Context: an optimization exercise on an open-source flow, tuned for small area and few clock cycles per item. The choices shown serve that exercise and are no tape-out recipe.
Only simulation tests tie the RTL to the original design; equivalence was not proved.
Power figures rest on the tool's default switching activity, not on a simulated workload.

## bc1_bc2_bc3_block_decoder
module bc1_bc2_bc3_block_decoder
#(
	parameter int MAX_DIM = bc_pkg::BC_MAX_DIM
) (
	input  wire logic                 clk,
	input  wire logic                 arst_n,
	input  wire logic                 blk_valid,
	output logic                      blk_stall,
	input  wire logic [149:0]         blk_data,
	output logic                      row_valid,
	input  wire logic                 row_stall,
	output logic      [156:0]         row_data,
	input  wire logic                 psel,
	input  wire logic                 penable,
	input  wire logic                 pwrite,
	input  wire logic [bc_pkg::BC_ADDR_W-1:0] paddr,
	input  wire logic [31:0]          pwdata,
	output logic      [31:0]          prdata,
	output logic                      pready
);
Size in the first run: ~2500 cells after synthesis, ~200 flip-flops, ~380 I/O pins, about 17000 sq um of cells after synthesis.
export LEC_CHECK = 0
export ABC_AREA = 1
export CAP_MARGIN = 20
export CORE_MARGIN = 2
export CORE_UTILIZATION = 40
export GPL_TIMING_DRIVEN = 0
export SLEW_MARGIN = 20
create_clock -name core_clock -period 7.0 [get_ports {clk}]
standard.sh (not shown) runs the stock make flow with config.mk's settings and CLKGATE_MAP_FILE= SYNTH_SCRIPT=/design/flow/synth_recipe.tcl, a recipe that flattens the netlist after the stock synthesis.
==> flow/flow/run.sh <==
#!/bin/bash
# Own layout flow: the standard ORFS flow, with an area-oriented logic synthesis.
# The only changes are in a copy of ORFS's scripts folder:
#   - synth.tcl: no extract_fa (full/half adder extraction) and no Kogge-Stone carry map, so
#     adders stay ripple-carry logic that ABC optimizes with the rest;
#   - abc_area.script: ABC restructures (deepsyn), then maps twice for area under a 3 ns delay target, without buffer/upsize.
# and the ports are buffered with the smallest buffer (buf_1) instead of clkdlybuf4s50_1.
# Registers, their names and the rest of the flow are unchanged. Each tool's log is kept in
# orfs/logs (ORFS) and in the make logs written here.
set -euo pipefail
W=$PWD
S=$W/flow_scripts
rm -rf "$S"
mkdir -p "$S"
cp -r "$FLOW_HOME/scripts/." "$S/"
cp "$W/flow/abc_area.script" "$S/abc_area.script"
python3 - "$S/synth.tcl" <<'PY'
import sys
p = sys.argv[1]
s = open(p).read()
a = "  extract_fa {*}[dont_use_extract_fa_args]\n"
b = '    "-extra-map $::env(FLOW_HOME)/platforms/common/lcu_kogge_stone.v"]'
assert a in s and b in s
s = s.replace(a, "").replace(b, "    ]")
open(p, "w").write(s)
PY
bash standard.sh SCRIPTS_DIR="$S" BUFFER_PORTS_ARGS="-buffer_cell sky130_fd_sc_hd__buf_1" finish > "$W/make_flow.log" 2>&1
==> flow/flow/abc_area.script <==
strash
&get -n
&deepsyn -T 60
&put
dch
map -D 3000
strash
dch
map -D 3000
topo
The baseline went through all stages and came out clean.
Testbench counts at the start, summed over its fixed seeds: cycles 8,208, items 8,192.
==> next run, changes <==
--- a/flow/flow/run.sh
+++ b/flow/flow/run.sh
@@ -4,5 +4,5 @@
 #   - synth.tcl: no extract_fa (full/half adder extraction) and no Kogge-Stone carry map, so
 #     adders stay ripple-carry logic that ABC optimizes with the rest;
-#   - abc_area.script: ABC restructures (deepsyn), then maps twice for area under a 3 ns delay target, without buffer/upsize.
+#   - abc_area.script: ABC restructures (deepsyn), then maps for delay (map), without buffer/upsize.
 # and the ports are buffered with the smallest buffer (buf_1) instead of clkdlybuf4s50_1.
 # Registers, their names and the rest of the flow are unchanged. Each tool's log is kept in
==> flow/flow/abc_area.script (replaced) <==
strash
&get -n
&deepsyn -T 60
&put
dch
map -D 5.0
topo
Wire length increases by 12%.
Power is higher by 4.0%.
Area after synthesis grows by 6.9%.
Worst setup slack stays flat.
Clock power came out lower by about 4%.
==> next run, changes <==
--- a/flow/flow/run.sh
+++ b/flow/flow/run.sh
@@ -4,5 +4,5 @@
 #   - synth.tcl: no extract_fa (full/half adder extraction) and no Kogge-Stone carry map, so
 #     adders stay ripple-carry logic that ABC optimizes with the rest;
-#   - abc_area.script: ABC restructures (deepsyn), then maps for delay (map), without buffer/upsize.
+#   - abc_area.script: ABC restructures (deepsyn), then maps twice for area under a 2.5 ns delay target, without buffer/upsize.
 # and the ports are buffered with the smallest buffer (buf_1) instead of clkdlybuf4s50_1.
 # Registers, their names and the rest of the flow are unchanged. Each tool's log is kept in
==> flow/flow/abc_area.script (replaced) <==
strash
&get -n
&deepsyn -T 60
&put
dch
map -D 2500
strash
dch
map -D 2500
topo
=> Synthesized area fell by 1.7%. Design area came out lower by 1.1%. Power rose by 14%. Count of clock-buffer cells in the layout is unchanged. Global-route usage falls by 3.3 points. Via count falls by 6.5%. Worst hold slack loses 18 ps.
==> next run, changes <==
==> flow/flow/abc_area.script (replaced) <==
strash
&get -n
&deepsyn -T 180
&put
dch
map -D 2500
strash
dch
map -D 2500
topo
Outcome:
- The new run completed without violations
- final cell count drops by about 7%
- routed wire length climbs by 1.0%
- critical path depth drops by 9
- flip-flop and latch count stays the same
- area after synthesis drops by 4.7%
- setup slack gets worse by 62 ps
- hold slack gets better by 46 ps
- via count drops by about 3.6%
==> next run, changes <==
--- a/flow/flow/run.sh
+++ b/flow/flow/run.sh
@@ -4,5 +4,5 @@
 #   - synth.tcl: no extract_fa (full/half adder extraction) and no Kogge-Stone carry map, so
 #     adders stay ripple-carry logic that ABC optimizes with the rest;
-#   - abc_area.script: ABC restructures (deepsyn), then maps twice for area under a 2.5 ns delay target, without buffer/upsize.
+#   - abc_area.script: ABC restructures (deepsyn), then maps twice for area under a 3 ns delay target, without buffer/upsize.
 # and the ports are buffered with the smallest buffer (buf_1) instead of clkdlybuf4s50_1.
 # Registers, their names and the rest of the flow are unchanged. Each tool's log is kept in
==> flow/flow/abc_area.script (replaced) <==
strash
&get -n
&deepsyn -T 180
&put
dch
map -D 3000
strash
dch
map -D 3000
topo
- SETUP_SLACK_MARGIN: unset -> 0.1
=> Hold slack loses 35 ps; setup slack gains 3.6 ps; sequential power is about the same; clock skew decreases by 3.6 ps; final area increases by 3.3%.
==> next run, changes <==
--- a/flow/flow/run.sh
+++ b/flow/flow/run.sh
@@ -4,5 +4,5 @@
 #   - synth.tcl: no extract_fa (full/half adder extraction) and no Kogge-Stone carry map, so
 #     adders stay ripple-carry logic that ABC optimizes with the rest;
-#   - abc_area.script: ABC restructures (deepsyn), then maps twice for area under a 3 ns delay target, without buffer/upsize.
+#   - abc_area.script: ABC maps for area (deepsyn, then amap) instead of map/buffer/upsize.
 # and the ports are buffered with the smallest buffer (buf_1) instead of clkdlybuf4s50_1.
 # Registers, their names and the rest of the flow are unchanged. Each tool's log is kept in
==> flow/flow/abc_area.script (replaced) <==
strash
&get -n
&deepsyn -T 60
&put
dch
amap -m
topo
- SETUP_SLACK_MARGIN: 0.1 -> unset
The changed run produced a layout that fails on setup timing; global-route usage grows by 0.60 points; clock-buffer cell count does not change; via count went up by 6.5%; routed wire length is higher by 2.6%; setup slack is worse by 420 ps.

* * *

== v49 ==
bc1_bc2_bc3_block_decoder, a different RTL version from the one above (not shown whole).
For scale: about 2500 cells after synthesis, ~180 flip-flops, roughly 380 I/O pins, roughly 17000 sq um of cells after synthesis.
==> flow/config.mk <==
export PLATFORM = sky130hd
export DESIGN_NAME = bc1_bc2_bc3_block_decoder
export DESIGN_NICKNAME = bc1_bc2_bc3_block_decoder
export VERILOG_FILES = /design/flow/design.v
export SDC_FILE = /design/flow/constraint.sdc
export NUM_CORES = 4
export LEC_CHECK = 0
export ABC_AREA = 1
export CAP_MARGIN = 20
export CORE_MARGIN = 2
export CORE_UTILIZATION = 40
export GPL_TIMING_DRIVEN = 0
export SLEW_MARGIN = 20
==> flow/constraint.sdc <==
create_clock -name core_clock -period 7.0 [get_ports {clk}]
set_input_delay 1.4000 -clock core_clock [delete_from_list [all_inputs] [get_ports {clk}]]
set_output_delay 1.4000 -clock core_clock [all_outputs]
set_load 0.01 [all_outputs]
==> flow/flow/run.sh <==
#!/bin/bash
# Own layout flow: the standard ORFS flow, with an area-oriented logic synthesis.
# The only changes are in a copy of ORFS's scripts folder:
#   - synth.tcl: no extract_fa (full/half adder extraction) and no Kogge-Stone carry map, so
#     adders stay ripple-carry logic that ABC optimizes with the rest;
#   - abc_area.script: ABC maps for area (deepsyn, then amap) instead of map/buffer/upsize.
# and the ports are buffered with the smallest buffer (buf_1) instead of clkdlybuf4s50_1.
# Registers, their names and the rest of the flow are unchanged. Each tool's log is kept in
# orfs/logs (ORFS) and in the make logs written here.
set -euo pipefail
W=$PWD
S=$W/flow_scripts
rm -rf "$S"
mkdir -p "$S"
cp -r "$FLOW_HOME/scripts/." "$S/"
cp "$W/flow/abc_area.script" "$S/abc_area.script"
python3 - "$S/synth.tcl" <<'PY'
import sys
p = sys.argv[1]
s = open(p).read()
a = "  extract_fa {*}[dont_use_extract_fa_args]\n"
b = '    "-extra-map $::env(FLOW_HOME)/platforms/common/lcu_kogge_stone.v"]'
assert a in s and b in s
s = s.replace(a, "").replace(b, "    ]")
open(p, "w").write(s)
PY
bash standard.sh SCRIPTS_DIR="$S" BUFFER_PORTS_ARGS="-buffer_cell sky130_fd_sc_hd__buf_1" finish > "$W/make_flow.log" 2>&1
==> flow/flow/abc_area.script <==
strash
&get -n
&deepsyn -T 60
&put
dch
amap -m
topo
In v49 the implementation completed, yet the final layout does not meet the checks, the culprit being setup timing.
Testbench counts of v49, summed over its fixed seeds: cycles 8,200, items 8,192.
[inputs] v45 vs v49
--- a/flow/flow/run.sh
+++ b/flow/flow/run.sh
@@ -5,3 +5,3 @@
 #     adders stay ripple-carry logic that ABC optimizes with the rest;
-#   - abc_area.script: ABC maps for area (deepsyn, then amap) instead of map/buffer/upsize.
+#   - abc_area.script: ABC restructures (deepsyn) and maps with a 5 ns delay target, without buffer/upsize.
 # and the ports are buffered with the smallest buffer (buf_1) instead of clkdlybuf4s50_1.
==> flow/flow/abc_area.script <==
strash
&get -n
&deepsyn -T 60
&put
dch
map -D 5.0
topo
### Flow results
- [compare] base=v49 new=v45: number of ordinary and repair buffers in the finished layout went down by 114, total internal power went up by about 5%, first-pass GRT wire length went up by 3.4%, final area went down by 370 sq um.
- v45: full flow OK, the timing, DRC and antenna checks passed
- A cell at the slowest stage of the critical path of sky130_fd_sc_hd__or4_2 is what v45 shows, while sky130_fd_sc_hd__o32ai_4 belongs to v49.
The inputs of v53 differ from those of v45 as listed below.
Settings: GPL_TIMING_DRIVEN no longer set, was 0.
--- a/flow/flow/run.sh
+++ b/flow/flow/run.sh
@@ -5,4 +5,3 @@
 #     adders stay ripple-carry logic that ABC optimizes with the rest;
-#   - abc_area.script: ABC restructures (deepsyn) and maps with a 5 ns delay target, without buffer/upsize.
-# and the ports are buffered with the smallest buffer (buf_1) instead of clkdlybuf4s50_1.
+#   - abc_area.script: ABC maps for area (deepsyn, then amap) instead of map/buffer/upsize.
 # Registers, their names and the rest of the flow are unchanged. Each tool's log is kept in
@@ -26,2 +25,2 @@
 PY
-bash standard.sh SCRIPTS_DIR="$S" BUFFER_PORTS_ARGS="-buffer_cell sky130_fd_sc_hd__buf_1" finish > "$W/make_flow.log" 2>&1
+bash standard.sh SCRIPTS_DIR="$S" finish > "$W/make_flow.log" 2>&1
==> flow/flow/abc_area.script <==
strash
&get -n
&deepsyn -T 60
&put
dch
amap -m
topo
--- outcome ---
- v53 ended up with sky130_fd_sc_hd__nor2_1 as its leading cell type in the layout, fill and taps excluded; v45 ended up with sky130_fd_sc_hd__nand2_1.
- The unique cell type count in the Yosys netlist in v53 sits 3.8% below the value recorded for v45.
- v53 had finished all stages when the layout checks came back failing, citing setup timing.
- Worst-path cell with the longest stage delay = sky130_fd_sc_hd__o32ai_4: v53; worst-path cell with the longest stage delay = sky130_fd_sc_hd__or4_2: v45
- Between v45 and v53, mapped cell area is lower for v53, v45 comes in above that.
- Hold path depth came out exactly the same in v45 and v53.
- Between v45 and v53, the critical-path maximum fanout is lower for v53.
- v53 vs. v45: pin count of the biggest net entering global routing went up by 83.
- Compared with v45, v53 shows a width of the die that is 4.1% lower.

* * *

== build 4 ==
RTL: one of the versions met above, not the one the previous note started from.
Size in the first run: about 380 I/O pins, roughly 17000 sq um of cells after synthesis.
clock: 7.0 ns
lec_check: 0
abc_area: 1
cap_margin: 20
core_margin: 2
core_utilization: 40
gpl_timing_driven: 0
setup_slack_margin: 0.1
slew_margin: 20
==> flow/flow/run.sh <==
#!/bin/bash
# Own layout flow: the standard ORFS flow, with an area-oriented logic synthesis.
# The only changes are in a copy of ORFS's scripts folder:
#   - synth.tcl: no extract_fa (full/half adder extraction) and no Kogge-Stone carry map, so
#     adders stay ripple-carry logic that ABC optimizes with the rest;
#   - abc_area.script: ABC restructures (deepsyn), then maps twice for area under a 2.5 ns delay target, without buffer/upsize.
# and the ports are buffered with the smallest buffer (buf_1) instead of clkdlybuf4s50_1.
# Registers, their names and the rest of the flow are unchanged. Each tool's log is kept in
# orfs/logs (ORFS) and in the make logs written here.
set -euo pipefail
W=$PWD
S=$W/flow_scripts
rm -rf "$S"
mkdir -p "$S"
cp -r "$FLOW_HOME/scripts/." "$S/"
cp "$W/flow/abc_area.script" "$S/abc_area.script"
python3 - "$S/synth.tcl" <<'PY'
import sys
p = sys.argv[1]
s = open(p).read()
a = "  extract_fa {*}[dont_use_extract_fa_args]\n"
b = '    "-extra-map $::env(FLOW_HOME)/platforms/common/lcu_kogge_stone.v"]'
assert a in s and b in s
s = s.replace(a, "").replace(b, "    ]")
open(p, "w").write(s)
PY
bash standard.sh SCRIPTS_DIR="$S" BUFFER_PORTS_ARGS="-buffer_cell sky130_fd_sc_hd__buf_1" finish > "$W/make_flow.log" 2>&1
==> flow/flow/abc_area.script <==
strash
&get -n
&deepsyn -T 300
&put
dch
map -D 2500
strash
dch
map -D 2500
topo
Testbench counts of build 4, summed over its fixed seeds: cycles 8,208, items 8,192.
Inputs modified between build 4 and trial 83:
- swapping 0.1 for 0.15 in SETUP_SLACK_MARGIN
-- flow/flow/run.sh --
<<< build 4, line 5
#     adders stay ripple-carry logic that ABC optimizes with the rest;
#   - abc_area.script: ABC restructures (deepsyn), then maps twice for area under a 2.5 ns delay target, without buffer/upsize.
# and the ports are buffered with the smallest buffer (buf_1) instead of clkdlybuf4s50_1.
>>> trial 83, line 5
#     adders stay ripple-carry logic that ABC optimizes with the rest;
#   - abc_area.script: ABC restructures (deepsyn), then maps for area under a 2.5 ns delay target, without buffer/upsize.
# and the ports are buffered with the smallest buffer (buf_1) instead of clkdlybuf4s50_1.
==> flow/flow/abc_area.script <==
strash
&get -n
&deepsyn -T 60
&put
dch
map -D 2500
topo
==> notes.md <==
- Trial 83 completed end to end with timing, DRC and antenna clean.
- Clock power share is higher on build 4
- Proportion of cell area occupied by multi-input gates: trial 83 > build 4
- Final design area excluding fillers grows by a few percent when moving from build 4 to trial 83.
- Compared with build 4, trial 83 shows a lower global placer's final weighted congestion.
- Trial 83 — count of inverters other than clock inverters in the layout 13 lower, build 4 as reference
- Looking at synthesis-to-layout area growth, trial 83 sits 3.6 points above build 4.
- Looking at area of the multi-input gates across trial 83 and build 4, the one that comes out lower is build 4.

-- static timing again, ports no longer ideal --
No port has a modelled driver above. Below, the same layouts with a new extraction and two added sets of constraints.
Step 1: set_driving_cell puts a clkbuf_16 on clk and a buf_2 on each other input, an assumption about the parent block.
Step 2 adds t to the input delays and takes it off the output delays; t is the mean of the earliest and latest rising clock arrival at the registers after step 1. Input paths then give back, and output paths get back, about the clock's delay inside the block.
Slacks: ideal ports / drivers / drivers and shift; pairs: ideal ports / drivers.
run | t (ns) | setup WS [ns] | worst setup path after step 2 | worst data-port slew with drivers (ns)
the first run of note 1 | 0.560 | 0.176 / 0.115 / 0.675 | register to output | 0.12
the second run of note 1 | 0.530 | 0.175 / 0.120 / 0.650 | register to output | 0.12
the third run of note 1 | 0.510 | 0.272 / 0.220 / 0.731 | register to output | 0.10
the fourth run of note 1 | 0.551 | 0.210 / 0.151 / 0.702 | register to output | 0.13
the fifth run of note 1 | 0.561 | 0.214 / 0.153 / 0.714 | register to output | 0.12
the sixth run of note 1 | 0.545 | -0.210 / -0.264 / 0.281 | register to output | 0.15
v49 | 0.499 | -0.010 / -0.003 / -0.502 | input to register | 0.12
v45 | 0.514 | 0.274 / 0.218 / 0.072 | input to register | 0.11
v53 | 0.497 | -0.198 / -0.168 / -0.665 | input to register | 0.11
build 4 | 0.545 | 0.315 / 0.258 / 0.803 | register to output | 0.08
trial 83 | 0.532 | 0.187 / 0.127 / 0.659 | register to output | 0.15
The setup slack of v49, which loses most, moves by +0.007 ns with the drivers and by -0.492 ns with both steps.
